Source: an optimization exercise on an open RTL-to-GDS flow (aim: small area). Production flows keep margins and buffers that such runs may drop. The RTL was checked by simulation tests, not by an equivalence proof against the original design.

==> run Y <==
Design pan_tilt_top, start of the top module:
module pan_tilt_top (
	input  logic clk,
	input  logic reset,
	input  logic in_valid,
	input  logic [11:0] x_com,
	input  logic [11:0] y_com,
	input  logic [11:0] x_light,
	input  logic [11:0] y_light,
	input  logic [11:0] height,
	output logic out_valid,
	output logic [7:0] pan,
	output logic [7:0] tilt
);
	logic [0:0] sf_s0;
	logic [11:0] px0_s0;
	logic [12:0] py0_s0;
	logic [12:0] dx_s0;
	logic [12:0] dy_s0;
	logic [11:0] height_r1;
	logic [0:0] sf_r1;
	logic [11:0] px0_r1;
	logic [12:0] py0_r1;
	logic [0:0] pb0_s1;
	logic [12:0] px1_s1;
	logic [12:0] py1_s1;
	logic [0:0] pb1_s1;
	logic [12:0] px2_s1;
	logic [12:0] py2_s1;
	logic [11:0] height_r2;
	logic [0:0] sf_r2;
	logic [0:0] pb0_r2;
	logic [0:0] pb1_r2;
	logic [12:0] px2_r2;
	logic [12:0] py2_r2;
	logic [0:0] pb2_s2;
	logic [13:0] px3_s2;
	logic [11:0] py3_s2;
	logic [0:0] pb3_s2;
	logic [13:0] px4_s2;
	logic [10:0] py4_s2;
	logic [11:0] height_r3;
	logic [0:0] sf_r3;
	logic [0:0] pb0_r3;
	logic [0:0] pb1_r3;
	logic [0:0] pb2_r3;
	logic [0:0] pb3_r3;
	logic [13:0] px4_r3;
	logic [10:0] py4_r3;
	logic [0:0] pb4_s3;
	logic [13:0] px5_s3;
	logic [10:0] py5_s3;
	logic [0:0] pb5_s3;
	logic [13:0] px6_s3;
	logic [9:0] py6_s3;
	logic [11:0] height_r4;
	logic [0:0] sf_r4;
	logic [0:0] pb0_r4;
	logic [0:0] pb1_r4;
	logic [0:0] pb2_r4;
	logic [0:0] pb3_r4;
	logic [0:0] pb4_r4;
	logic [0:0] pb5_r4;
	logic [13:0] px6_r4;
	logic [9:0] py6_r4;
	logic [0:0] pb6_s4;
	logic [13:0] px7_s4;
	logic [8:0] py7_s4;
	logic [0:0] pb7_s4;
	logic [13:0] px8_s4;
	logic [7:0] py8_s4;
	logic [0:0] pb8_s4;
	logic [6:0] py9_s4;
	logic [2:0] pa9_s4;
	logic [13:0] pX_s4;
  ...
export LEC_CHECK = 0
export ABC_AREA = 1
export CAP_MARGIN = 20
export CORE_MARGIN = 2
export CORE_UTILIZATION = 40
export SLEW_MARGIN = 20
create_clock -name core_clock -period 5.0 [get_ports {clk}]
standard.sh (not shown) runs the stock make flow with config.mk's settings and CLKGATE_MAP_FILE= SYNTH_SCRIPT=/design/flow/synth_recipe.tcl, a recipe that flattens the netlist after the stock synthesis.
==> flow/flow/run.sh <==
#!/bin/bash
set -euo pipefail
here=$(pwd)
rm -rf "$here/synth_scripts"
cp -r "$FLOW_HOME/scripts" "$here/synth_scripts"
cp "$here/flow/abc_area.script" "$here/synth_scripts/abc_area.script"
bash standard.sh SCRIPTS_DIR="$here/synth_scripts" ADDER_MAP_FILE= synth > flow_synth.log 2>&1
bash standard.sh ADDER_MAP_FILE= finish > flow_make.log 2>&1
==> flow/flow/abc_area.script <==
strash
dch
map -a
topo
stime -c
buffer -c
upsize -c
dnsize -c
==> inputs of run R, as changes to run Y <==
==> flow/flow/run.sh (replaced) <==
#!/bin/bash
set -euo pipefail
bash standard.sh ADDER_MAP_FILE= finish > flow_make.log 2>&1
CTS_CLUSTER_DIAMETER = 100   (was default)
CTS_CLUSTER_SIZE = 24   (was default)
removed: flow/flow/abc_area.script
==> summary.txt <==
Run Y finished with negative setup slack left. Run R completed with no timing, DRC or antenna violations.
Sequential share of layout area: run R is higher than run Y (2.8 points).
Of run R and run Y, run R has the higher synthesized cell count (gap about 20%, measured against run Y).
Critical path depth: run R is lower than run Y (20).
Between run Y and run R, the lower worst setup slack is in run Y (gap 1100 ps).
In run Y the via count is smaller than in run R, by about 4.3%.
Between run R and run Y, the lower die area is in run Y (gap about 11%, measured against run Y).
Between run Y and run R, the lower utilization is in run R (gap 12 points).
==> figures <==
| quantity | run R | run Y |
|---|---|---|
| Run status | complete, no violations | failed layout checks |
| Reasons for failing layout checks | - | negative setup slack |
| Final net count | 5665 | 5527 |
| Net count of the mapped netlist | 5589 | 4708 |
| Finished layout cell area | 38500 µm² | 43600 µm² |
| TNS Setup | 0 ps | -9450 ps |
| Post-synthesis mux area share | 0 | 0.00102 |
| Xor/xnor cell area share of the yosys netlist | 0.175 | 0.246 |
| Area of the placeable core | 88200 µm² | 79000 µm² |
| FF/Latch Area | 9810 µm² | 9870 µm² |
| Hold worst-path end | height_r5[7]$_DFF_P_ | pan_b_r10[0]$_DFF_P_ |
| Relative area change from synthesis to final layout | 8.33% | 36.5% |
| End-of-flow core utilization | 0.436 | 0.551 |
| GR Layer Usage met1 | 0.189 | 0.202 |
| Skew-Pair Late Insertion Delay | 650 ps | 620 ps |
| Proportion of layout cells with a drive suffix above 1 | 0.0864 | 0.261 |
| Critical Path RT | 4000 ps | 5490 ps |
| GR Util met3 | 0.0146 | 0.0195 |

========
==> inputs of run E <==
pan_tilt_top, a different RTL version from the one above (not shown whole).
clock: 5.0 ns
lec_check: 0
abc_area: 1
cap_margin: 20
core_margin: 2
core_utilization: 40
slew_margin: 20
run.sh (not shown) runs the stock make flow with config.mk's settings and CLKGATE_MAP_FILE= SYNTH_SCRIPT=/design/flow/synth_recipe.tcl, a recipe that flattens the netlist after the stock synthesis.
Stock flow here: none of the scripts above is used.
==> run H: changes against run E <==
--- a/flow/design.v
+++ b/flow/design.v
@@ -120,48 +120,46 @@
 	logic [12:0] dx_s0;
 	logic [12:0] dy_s0;
 	logic [11:0] height_r1;
 	logic [0:0] sf_r1;
 	logic [11:0] px0_r1;
 	logic [12:0] py0_r1;
-	logic [12:0] hs_s1;
-	logic [26:0] hprod_s1;
 	logic [0:0] pb0_s1;
 	logic [12:0] px1_s1;
 	logic [12:0] py1_s1;
 	logic [0:0] pb1_s1;
 	logic [12:0] px2_s1;
 	logic [12:0] py2_s1;
+	logic [11:0] height_r2;
 	logic [0:0] sf_r2;
-	logic [12:0] hs_r2;
 	logic [0:0] pb0_r2;
 	logic [0:0] pb1_r2;
 	logic [12:0] px2_r2;
 	logic [12:0] py2_r2;
 	logic [0:0] pb2_s2;
 	logic [13:0] px3_s2;
 	logic [11:0] py3_s2;
 	logic [0:0] pb3_s2;
 	logic [13:0] px4_s2;
 	logic [10:0] py4_s2;
+	logic [11:0] height_r3;
 	logic [0:0] sf_r3;
-	logic [12:0] hs_r3;
 	logic [0:0] pb0_r3;
 	logic [0:0] pb1_r3;
 	logic [0:0] pb2_r3;
 	logic [0:0] pb3_r3;
 	logic [13:0] px4_r3;
 	logic [10:0] py4_r3;
 	logic [0:0] pb4_s3;
 	logic [13:0] px5_s3;
 	logic [10:0] py5_s3;
 	logic [0:0] pb5_s3;
 	logic [13:0] px6_s3;
 	logic [9:0] py6_s3;
+	logic [11:0] height_r4;
 	logic [0:0] sf_r4;
-	logic [12:0] hs_r4;
 	logic [0:0] pb0_r4;
 	logic [0:0] pb1_r4;
 	logic [0:0] pb2_r4;
 	logic [0:0] pb3_r4;
 	logic [0:0] pb4_r4;
 	logic [0:0] pb5_r4;
@@ -174,26 +172,28 @@
 	logic [13:0] px8_s4;
 	logic [7:0] py8_s4;
 	logic [0:0] pb8_s4;
 	logic [6:0] py9_s4;
 	logic [2:0] pa9_s4;
 	logic [13:0] pX_s4;
+	logic [11:0] height_r5;
 	logic [0:0] sf_r5;
-	logic [12:0] hs_r5;
 	logic [0:0] pb0_r5;
 	logic [0:0] pb1_r5;
 	logic [0:0] pb2_r5;
 	logic [0:0] pb3_r5;
 	logic [0:0] pb4_r5;
 	logic [0:0] pb5_r5;
 	logic [0:0] pb6_r5;
 	logic [0:0] pb7_r5;
 	logic [0:0] pb8_r5;
 	logic [6:0] py9_r5;
 	logic [2:0] pa9_r5;
 	logic [13:0] pX_r5;
+	logic [12:0] hs_s5;
+	logic [26:0] hprod_s5;
 	logic [0:0] pb9_s5;
 	logic [5:0] py10_s5;
 	logic [2:0] pa10_s5;
 	logic pc9_s5;
 	logic [3:0] plo9_s5;
 	logic [0:0] pb10_s5;
@@ -204,23 +204,23 @@
 	logic [0:0] pb11_s5;
 	logic [4:0] py12_s5;
 	logic [2:0] pa12_s5;
 	logic pc11_s5;
 	logic [3:0] plo11_s5;
 	logic [0:0] sf_r6;
-	logic [12:0] hs_r6;
 	logic [0:0] pb0_r6;
 	logic [0:0] pb1_r6;
 	logic [0:0] pb2_r6;
 	logic [0:0] pb3_r6;
 	logic [0:0] pb4_r6;
 	logic [0:0] pb5_r6;
 	logic [0:0] pb6_r6;
 	logic [0:0] pb7_r6;
 	logic [0:0] pb8_r6;
 	logic [13:0] pX_r6;
+	logic [12:0] hs_r6;
 	logic [0:0] pb9_r6;
 	logic [0:0] pb10_r6;
 	logic [0:0] pb11_r6;
 	logic [4:0] py12_r6;
 	logic [2:0] pa12_r6;
 	logic [0:0] pb12_s6;
@@ -337,24 +337,30 @@
 	logic [14:0] tx8_s10;
 	logic [8:0] ty8_s10;
 	logic [0:0] tb8_s10;
 	logic [7:0] ty9_s10;
 	logic [2:0] ta9_s10;
 	logic [14:0] tX_s10;
+	logic [5:0] tXh9_s10;
+	logic [0:0] tXa9_s10;
+	logic [2:0] tXl9_s10;
 	logic [7:0] pan_b_r11;
 	logic [0:0] tb1_r11;
 	logic [0:0] tb2_r11;
 	logic [0:0] tb3_r11;
 	logic [0:0] tb4_r11;
 	logic [0:0] tb5_r11;
 	logic [0:0] tb6_r11;
 	logic [0:0] tb7_r11;
 	logic [0:0] tb8_r11;
 	logic [7:0] ty9_r11;
 	logic [2:0] ta9_r11;
-	logic [14:0] tX_r11;
+	logic [5:0] tXh9_r11;
+	logic [0:0] tXa9_r11;
+	logic [2:0] tXl9_r11;
+	logic [14:0] tX_s11;
 	logic [15:0] tpart_s11;
 	logic tpcsa_s11_1, tpcsa_s11_2;
 	logic tpcsa_s11_3, tpcsa_s11_4;
 	logic tpcsa_s11_5, tpcsa_s11_6;
 	logic tpcsa_s11_7, tpcsa_s11_8;
 	logic tpcsa_s11_9, tpcsa_s11_10;
@@ -411,21 +417,21 @@
 	logic [0:0] tb13_s12;
 	logic [7:0] tilt_b_s12;
 	logic tqcsa_s12_1, tqcsa_s12_2;
 	logic tqcsa_s12_3, tqcsa_s12_4;
 	logic tqcsa_s12_5, tqcsa_s12_6;
 	logic [7:0] tqcsa_s12_7, tqcsa_s12_8, tqcsa_s12_9;
-	logic [15:0] tsum_s12;
+	logic [7:0] tlo_s12;
+	logic [8:0] th1_s12;
+	logic [8:0] thh_s12;
 	logic [12:1] vld;
 	assign dx_s0 = {1'b0, x_com} - {1'b0, x_light};
 	assign dy_s0 = {1'b0, y_com} - {1'b0, y_light};
 	assign sf_s0 = dx_s0[12];
 	add_sk #(.W(12)) u_add1 (.a((dx_s0[11:0] ^ {12{dx_s0[12]}})), .b(12'd0), .ci(dx_s0[12]), .s(px0_s0));
 	add_sk #(.W(13)) u_add2 (.a((dy_s0 ^ {13{dx_s0[12]}})), .b(13'd0), .ci(dx_s0[12]), .s(py0_s0));
-	assign hprod_s1 = height_r1 * 15'd26981;
-	assign hs_s1 = hprod_s1[26:14];
 	assign pb0_s1 = ~py0_r1[12];
 	add_sk #(.W(13)) u_add3 (.a({1'b0, px0_r1}), .b({1'b0, (py0_r1[11:0] ^ {12{py0_r1[12]}})}), .ci(py0_r1[12]), .s(px1_s1));
 	add_sk #(.W(13)) u_add4 (.a(py0_r1), .b(({1'b0, px0_r1[11:0]} ^ {13{~py0_r1[12]}})), .ci(~py0_r1[12]), .s(py1_s1));
 	assign pb1_s1 = ~py1_s1[12];
 	add_sk #(.W(13)) u_add5 (.a(px1_s1), .b({2'b0, (py1_s1[11:1] ^ {11{py1_s1[12]}})}), .ci(py1_s1[12]), .s(px2_s1));
 	add_sk #(.W(13)) u_add6 (.a(py1_s1), .b(({1'b0, px1_s1[12:1]} ^ {13{~py1_s1[12]}})), .ci(~py1_s1[12]), .s(py2_s1));
@@ -448,12 +454,14 @@
 	add_sk #(.W(14)) u_add17 (.a(px7_s4), .b({13'b0, (py7_s4[7:7] ^ {1{py7_s4[8]}})}), .ci(py7_s4[8]), .s(px8_s4));
 	add_sk #(.W(8)) u_add18 (.a(py7_s4[7:0]), .b(({1'b0, px7_s4[13:7]} ^ {8{~py7_s4[8]}})), .ci(~py7_s4[8]), .s(py8_s4));
 	assign pb8_s4 = ~py8_s4[7];
 	assign pX_s4 = px8_s4;
 	assign pa9_s4 = {2'b0, py8_s4[7]};
 	add_sk #(.W(7)) u_add19 (.a(py8_s4[6:0]), .b(({1'b0, px8_s4[13:8]} ^ {7{~py8_s4[7]}})), .ci(~py8_s4[7]), .s(py9_s4));
+	assign hprod_s5 = height_r5 * 15'd26981;
+	assign hs_s5 = hprod_s5[26:14];
 	assign pb9_s5 = ~py9_r5[6];
 	assign pa10_s5 = pa9_r5 + {2'b0, py9_r5[6]};
 	assign plo9_s5 = {1'b0, pX_r5[2:0]} + {1'b0, pa9_r5};
 	assign pc9_s5 = (&pX_r5[8:3]) & plo9_s5[3];
 	add_sk #(.W(6)) u_add20 (.a(py9_r5[5:0]), .b(({1'b0, pX_r5[13:9]} ^ {6{~py9_r5[6]}})), .ci(~(pc9_s5 ^ py9_r5[6])), .s(py10_s5));
 	assign pb10_s5 = ~py10_s5[5];
@@ -586,12 +594,16 @@
 	add_sk #(.W(15)) u_add40 (.a(tx7_r10), .b({13'b0, (ty7_r10[8:7] ^ {2{ty7_r10[9]}})}), .ci(ty7_r10[9]), .s(tx8_s10));
 	add_sk #(.W(9)) u_add41 (.a(ty7_r10[8:0]), .b(({1'b0, tx7_r10[14:7]} ^ {9{~ty7_r10[9]}})), .ci(~ty7_r10[9]), .s(ty8_s10));
 	assign tb8_s10 = ~ty8_s10[8];
 	assign tX_s10 = tx8_s10;
 	assign ta9_s10 = {2'b0, ty8_s10[8]};
 	add_sk #(.W(8)) u_add42 (.a(ty8_s10[7:0]), .b(({1'b0, tx8_s10[14:8]} ^ {8{~ty8_s10[8]}})), .ci(~ty8_s10[8]), .s(ty9_s10));
+	assign tXh9_s10 = tX_s10[14:9];
+	assign tXa9_s10 = &tX_s10[8:3];
+	assign tXl9_s10 = tX_s10[2:0];
+	assign tX_s11 = {tXh9_r11, {6{tXa9_r11}}, tXl9_r11};
 	assign tpcsa_s11_1 = tb2_r11 ^ tb3_r11;
 	assign tpcsa_s11_2 = tb2_r11 & tb3_r11;
 	assign tpcsa_s11_3 = tpcsa_s11_1 ^ tb4_r11 ^ tb6_r11;
 	assign tpcsa_s11_4 = (tpcsa_s11_1 & tb4_r11) | (tpcsa_s11_1 & tb6_r11) | (tb4_r11 & tb6_r11);
 	assign tpcsa_s11_5 = tpcsa_s11_2 ^ tb2_r11 ^ tb4_r11;
 	assign tpcsa_s11_6 = (tpcsa_s11_2 & tb2_r11) | (tpcsa_s11_2 & tb4_r11) | (tb2_r11 & tb4_r11);
@@ -648,76 +660,78 @@
 	assign tpcsa_s11_57 = {1'b1, tpcsa_s11_56, tpcsa_s11_54, tpcsa_s11_52, tpcsa_s11_50, tpcsa_s11_48, tpcsa_s11_46, tpcsa_s11_44, tpcsa_s11_42, tpcsa_s11_40, tpcsa_s11_38, tpcsa_s11_36, tpcsa_s11_34, tpcsa_s11_32, tpcsa_s11_31, 1'b1};
 	assign tpcsa_s11_58 = {1'b0, 1'b1, tpcsa_s11_55, tpcsa_s11_53, tpcsa_s11_51, tpcsa_s11_49, tpcsa_s11_47, tpcsa_s11_45, tpcsa_s11_43, tpcsa_s11_41, tpcsa_s11_39, tpcsa_s11_37, tpcsa_s11_35, tpcsa_s11_33, 1'b1, 1'b0};
 	add_sk #(.W(16)) u_add43 (.a(tpcsa_s11_57), .b(tpcsa_s11_58), .ci(1'b0), .s(tpcsa_s11_59));
 	assign tpart_s11 = tpcsa_s11_59;
 	assign tb9_s11 = ~ty9_r11[7];
 	assign ta10_s11 = ta9_r11 + {2'b0, ty9_r11[7]};
-	assign tlo9_s11 = {1'b0, tX_r11[2:0]} + {1'b0, ta9_r11};
-	assign tc9_s11 = (&tX_r11[8:3]) & tlo9_s11[3];
-	add_sk #(.W(7)) u_add44 (.a(ty9_r11[6:0]), .b(({1'b0, tX_r11[14:9]} ^ {7{~ty9_r11[7]}})), .ci(~(tc9_s11 ^ ty9_r11[7])), .s(ty10_s11));
+	assign tlo9_s11 = {1'b0, tX_s11[2:0]} + {1'b0, ta9_r11};
+	assign tc9_s11 = (&tX_s11[8:3]) & tlo9_s11[3];
+	add_sk #(.W(7)) u_add44 (.a(ty9_r11[6:0]), .b(({1'b0, tX_s11[14:9]} ^ {7{~ty9_r11[7]}})), .ci(~(tc9_s11 ^ ty9_r11[7])), .s(ty10_s11));
 	assign tb10_s11 = ~ty10_s11[6];
 	assign ta11_s11 = ta10_s11 + {2'b0, ty10_s11[6]};
-	assign tlo10_s11 = {1'b0, tX_r11[2:0]} + {1'b0, ta10_s11};
-	assign tc10_s11 = (&tX_r11[9:3]) & tlo10_s11[3];
-	add_sk #(.W(6)) u_add45 (.a(ty10_s11[5:0]), .b(({1'b0, tX_r11[14:10]} ^ {6{~ty10_s11[6]}})), .ci(~(tc10_s11 ^ ty10_s11[6])), .s(ty11_s11));
+	assign tlo10_s11 = {1'b0, tX_s11[2:0]} + {1'b0, ta10_s11};
+	assign tc10_s11 = (&tX_s11[9:3]) & tlo10_s11[3];
+	add_sk #(.W(6)) u_add45 (.a(ty10_s11[5:0]), .b(({1'b0, tX_s11[14:10]} ^ {6{~ty10_s11[6]}})), .ci(~(tc10_s11 ^ ty10_s11[6])), .s(ty11_s11));
 	assign tb11_s11 = ~ty11_s11[5];
 	assign ta12_s11 = ta11_s11 + {2'b0, ty11_s11[5]};
-	assign tlo11_s11 = {1'b0, tX_r11[2:0]} + {1'b0, ta11_s11};
-	assign tc11_s11 = (&tX_r11[10:3]) & tlo11_s11[3];
-	add_sk #(.W(5)) u_add46 (.a(ty11_s11[4:0]), .b(({1'b0, tX_r11[14:11]} ^ {5{~ty11_s11[5]}})), .ci(~(tc11_s11 ^ ty11_s11[5])), .s(ty12_s11));
+	assign tlo11_s11 = {1'b0, tX_s11[2:0]} + {1'b0, ta11_s11};
+	assign tc11_s11 = (&tX_s11[10:3]) & tlo11_s11[3];
+	add_sk #(.W(5)) u_add46 (.a(ty11_s11[4:0]), .b(({1'b0, tX_s11[14:11]} ^ {5{~ty11_s11[5]}})), .ci(~(tc11_s11 ^ ty11_s11[5])), .s(ty12_s11));
 	assign tb12_s11 = ~ty12_s11[4];
-	assign tlo12_s11 = {1'b0, tX_r11[2:0]} + {1'b0, ta12_s11};
-	assign tc12_s11 = (&tX_r11[11:3]) & tlo12_s11[3];
-	add_sk #(.W(5)) u_add47 (.a(ty12_s11), .b(({2'b0, tX_r11[14:12]} ^ {5{~ty12_s11[4]}})), .ci(~(tc12_s11 ^ ty12_s11[4])), .s(ty13_s11));
+	assign tlo12_s11 = {1'b0, tX_s11[2:0]} + {1'b0, ta12_s11};
+	assign tc12_s11 = (&tX_s11[11:3]) & tlo12_s11[3];
+	add_sk #(.W(5)) u_add47 (.a(ty12_s11), .b(({2'b0, tX_s11[14:12]} ^ {5{~ty12_s11[4]}})), .ci(~(tc12_s11 ^ ty12_s11[4])), .s(ty13_s11));
 	assign tb13_s12 = ~ty13_r12[4];
 	assign tqcsa_s12_1 = tb11_r12 ^ tb12_r12;
 	assign tqcsa_s12_2 = tb11_r12 & tb12_r12;
 	assign tqcsa_s12_3 = tb10_r12 ^ tb12_r12;
 	assign tqcsa_s12_4 = tb10_r12 & tb12_r12;
 	assign tqcsa_s12_5 = tb9_r12 ^ tb11_r12;
 	assign tqcsa_s12_6 = tb9_r12 & tb11_r12;
 	assign tqcsa_s12_7 = {1'b0, 1'b0, tb9_r12, tqcsa_s12_6, tqcsa_s12_4, tqcsa_s12_2, tqcsa_s12_1, 1'b0};
 	assign tqcsa_s12_8 = {1'b0, 1'b0, 1'b0, tb10_r12, tqcsa_s12_5, tqcsa_s12_3, tb13_s12, 1'b0};
 	add_sk #(.W(8)) u_add48 (.a(tqcsa_s12_7), .b(tqcsa_s12_8), .ci(1'b0), .s(tqcsa_s12_9));
-	add_sk #(.W(16)) u_add49 (.a(tpart_r12), .b({8'b0, tqcsa_s12_9}), .ci(1'b0), .s(tsum_s12));
-	assign tilt_b_s12 = tsum_s12[15] ? 8'd0 : tsum_s12[14] ? 8'd255 : tsum_s12[13:6];
+	assign tlo_s12 = {1'b0, tpart_r12[6:0]} + tqcsa_s12_9[7:0];
+	assign th1_s12 = tpart_r12[15:7] + 1'b1;
+	assign thh_s12 = tlo_s12[7] ? th1_s12 : tpart_r12[15:7];
+	assign tilt_b_s12 = thh_s12[8] ? 8'd0 : thh_s12[7] ? 8'd255 : {thh_s12[6:0], tlo_s12[6:6]};
 	always_ff @(posedge clk) begin
 		if (reset) vld <= '0;
 		else vld <= {vld[11:1], in_valid};
 	end
 	always_ff @(posedge clk) begin
 		height_r1 <= height;
 		sf_r1 <= sf_s0;
 		px0_r1 <= px0_s0;
 		py0_r1 <= py0_s0;
+		height_r2 <= height_r1;
 		sf_r2 <= sf_r1;
-		hs_r2 <= hs_s1;
 		pb0_r2 <= pb0_s1;
 		pb1_r2 <= pb1_s1;
 		px2_r2 <= px2_s1;
 		py2_r2 <= py2_s1;
+		height_r3 <= height_r2;
 		sf_r3 <= sf_r2;
-		hs_r3 <= hs_r2;
 		pb0_r3 <= pb0_r2;
 		pb1_r3 <= pb1_r2;
 		pb2_r3 <= pb2_s2;
 		pb3_r3 <= pb3_s2;
 		px4_r3 <= px4_s2;
 		py4_r3 <= py4_s2;
+		height_r4 <= height_r3;
 		sf_r4 <= sf_r3;
-		hs_r4 <= hs_r3;
 		pb0_r4 <= pb0_r3;
 		pb1_r4 <= pb1_r3;
 		pb2_r4 <= pb2_r3;
 		pb3_r4 <= pb3_r3;
 		pb4_r4 <= pb4_s3;
 		pb5_r4 <= pb5_s3;
 		px6_r4 <= px6_s3;
 		py6_r4 <= py6_s3;
+		height_r5 <= height_r4;
 		sf_r5 <= sf_r4;
-		hs_r5 <= hs_r4;
 		pb0_r5 <= pb0_r4;
 		pb1_r5 <= pb1_r4;
 		pb2_r5 <= pb2_r4;
 		pb3_r5 <= pb3_r4;
 		pb4_r5 <= pb4_r4;
 		pb5_r5 <= pb5_r4;
@@ -725,23 +739,23 @@
 		pb7_r5 <= pb7_s4;
 		pb8_r5 <= pb8_s4;
 		py9_r5 <= py9_s4;
 		pa9_r5 <= pa9_s4;
 		pX_r5 <= pX_s4;
 		sf_r6 <= sf_r5;
-		hs_r6 <= hs_r5;
 		pb0_r6 <= pb0_r5;
 		pb1_r6 <= pb1_r5;
 		pb2_r6 <= pb2_r5;
 		pb3_r6 <= pb3_r5;
 		pb4_r6 <= pb4_r5;
 		pb5_r6 <= pb5_r5;
 		pb6_r6 <= pb6_r5;
 		pb7_r6 <= pb7_r5;
 		pb8_r6 <= pb8_r5;
 		pX_r6 <= pX_r5;
+		hs_r6 <= hs_s5;
 		pb9_r6 <= pb9_s5;
 		pb10_r6 <= pb10_s5;
 		pb11_r6 <= pb11_s5;
 		py12_r6 <= py12_s5;
 		pa12_r6 <= pa12_s5;
 		sf_r7 <= sf_r6;
@@ -790,13 +804,15 @@
 		tb5_r11 <= tb5_r10;
 		tb6_r11 <= tb6_r10;
 		tb7_r11 <= tb7_s10;
 		tb8_r11 <= tb8_s10;
 		ty9_r11 <= ty9_s10;
 		ta9_r11 <= ta9_s10;
-		tX_r11 <= tX_s10;
+		tXh9_r11 <= tXh9_s10;
+		tXa9_r11 <= tXa9_s10;
+		tXl9_r11 <= tXl9_s10;
 		pan_b_r12 <= pan_b_r11;
 		tpart_r12 <= tpart_s11;
 		tb9_r12 <= tb9_s11;
 		tb10_r12 <= tb10_s11;
 		tb11_r12 <= tb11_s11;
 		tb12_r12 <= tb12_s11;
==> flow/flow/run.sh (new file) <==
#!/bin/bash
set -euo pipefail
bash standard.sh ADDER_MAP_FILE= finish > flow_make.log 2>&1
==> flow/standard.sh (new file) <==
#!/bin/bash
# synth_recipe.tcl (not shown) runs the flow's synth.tcl, then flattens the netlist and writes it again
# the make line also repeats each setting of config.mk as NAME=value (left out here)
make -C /OpenROAD-flow-scripts/flow DESIGN_CONFIG=/design/flow/config.mk WORK_HOME=/design/flow/orfs CLKGATE_MAP_FILE= SYNTH_SCRIPT=/design/flow/synth_recipe.tcl "${@:-finish}"
removed: flow/run.sh
==> impl_metrics.env <==
export IMPL_status="failed layout checks"
export IMPL_violatedChecks="setup timing"
export IMPL_setup_violations=2
export IMPL_setup_ws_ns=-1.17
export IMPL_drtIter0Drc=653
export IMPL_wl_met1_um=32100
export IMPL_cts_made_buffers=57
export IMPL_grt_use_met1=0.201
[end of results for run E]
==> impl_metrics.env <==
export IMPL_rows=109
export IMPL_critPathMaxStageDelay_ns=0.40
export IMPL_dp_cells=6736
export IMPL_n_antenna_cell=0
export IMPL_status="no timing/DRC/antenna violations"
export IMPL_wl_met1_um=33300
export IMPL_seq_area_sq_mm=0.00981
export IMPL_setup_violations=0
export IMPL_grt_use_met1=0.188
export IMPL_cts_made_buffers=56
[end of results for run H]

[re-timing with driven ports]
In the flow no input, the clock included, has a driving cell. The finished layouts below were timed again as built, in two steps.
Step 1: set_driving_cell puts a clkbuf_16 on clk and a buf_2 on each other input, an assumption about the parent block.
Step 2 moves the port delays by t, midway between the first and last clock arrival at a register: inputs arrive t later, outputs are due t later. That takes back most of the time a late clock gives input paths.
Three values: no drivers, after step 1, after step 2; two values: the first two.
run | t (ns) | slack for setup (ns) | hold WS [ns] | worst setup path at the end | clock arrival spread, ns
run Y | 0.671 | -0.699 / -0.699 / -0.699 | 0.321 / 0.321 / 0.321 | register to register | 0.025 / 0.025
run R | 0.695 | 0.427 / 0.365 / 0.108 | 0.325 / 0.325 / 0.325 | input to register | 0.032 / 0.033
run E | 0.680 | -1.173 / -1.173 / -1.173 | 0.303 / 0.303 / 0.303 | register to register | 0.048 / 0.047
run H | 0.688 | 0.445 / 0.382 / 0.125 | 0.303 / 0.303 / 0.303 | input to register | 0.052 / 0.052
The setup slack of run H, which loses most, moves by -0.063 ns with the drivers and by -0.320 ns with both steps.
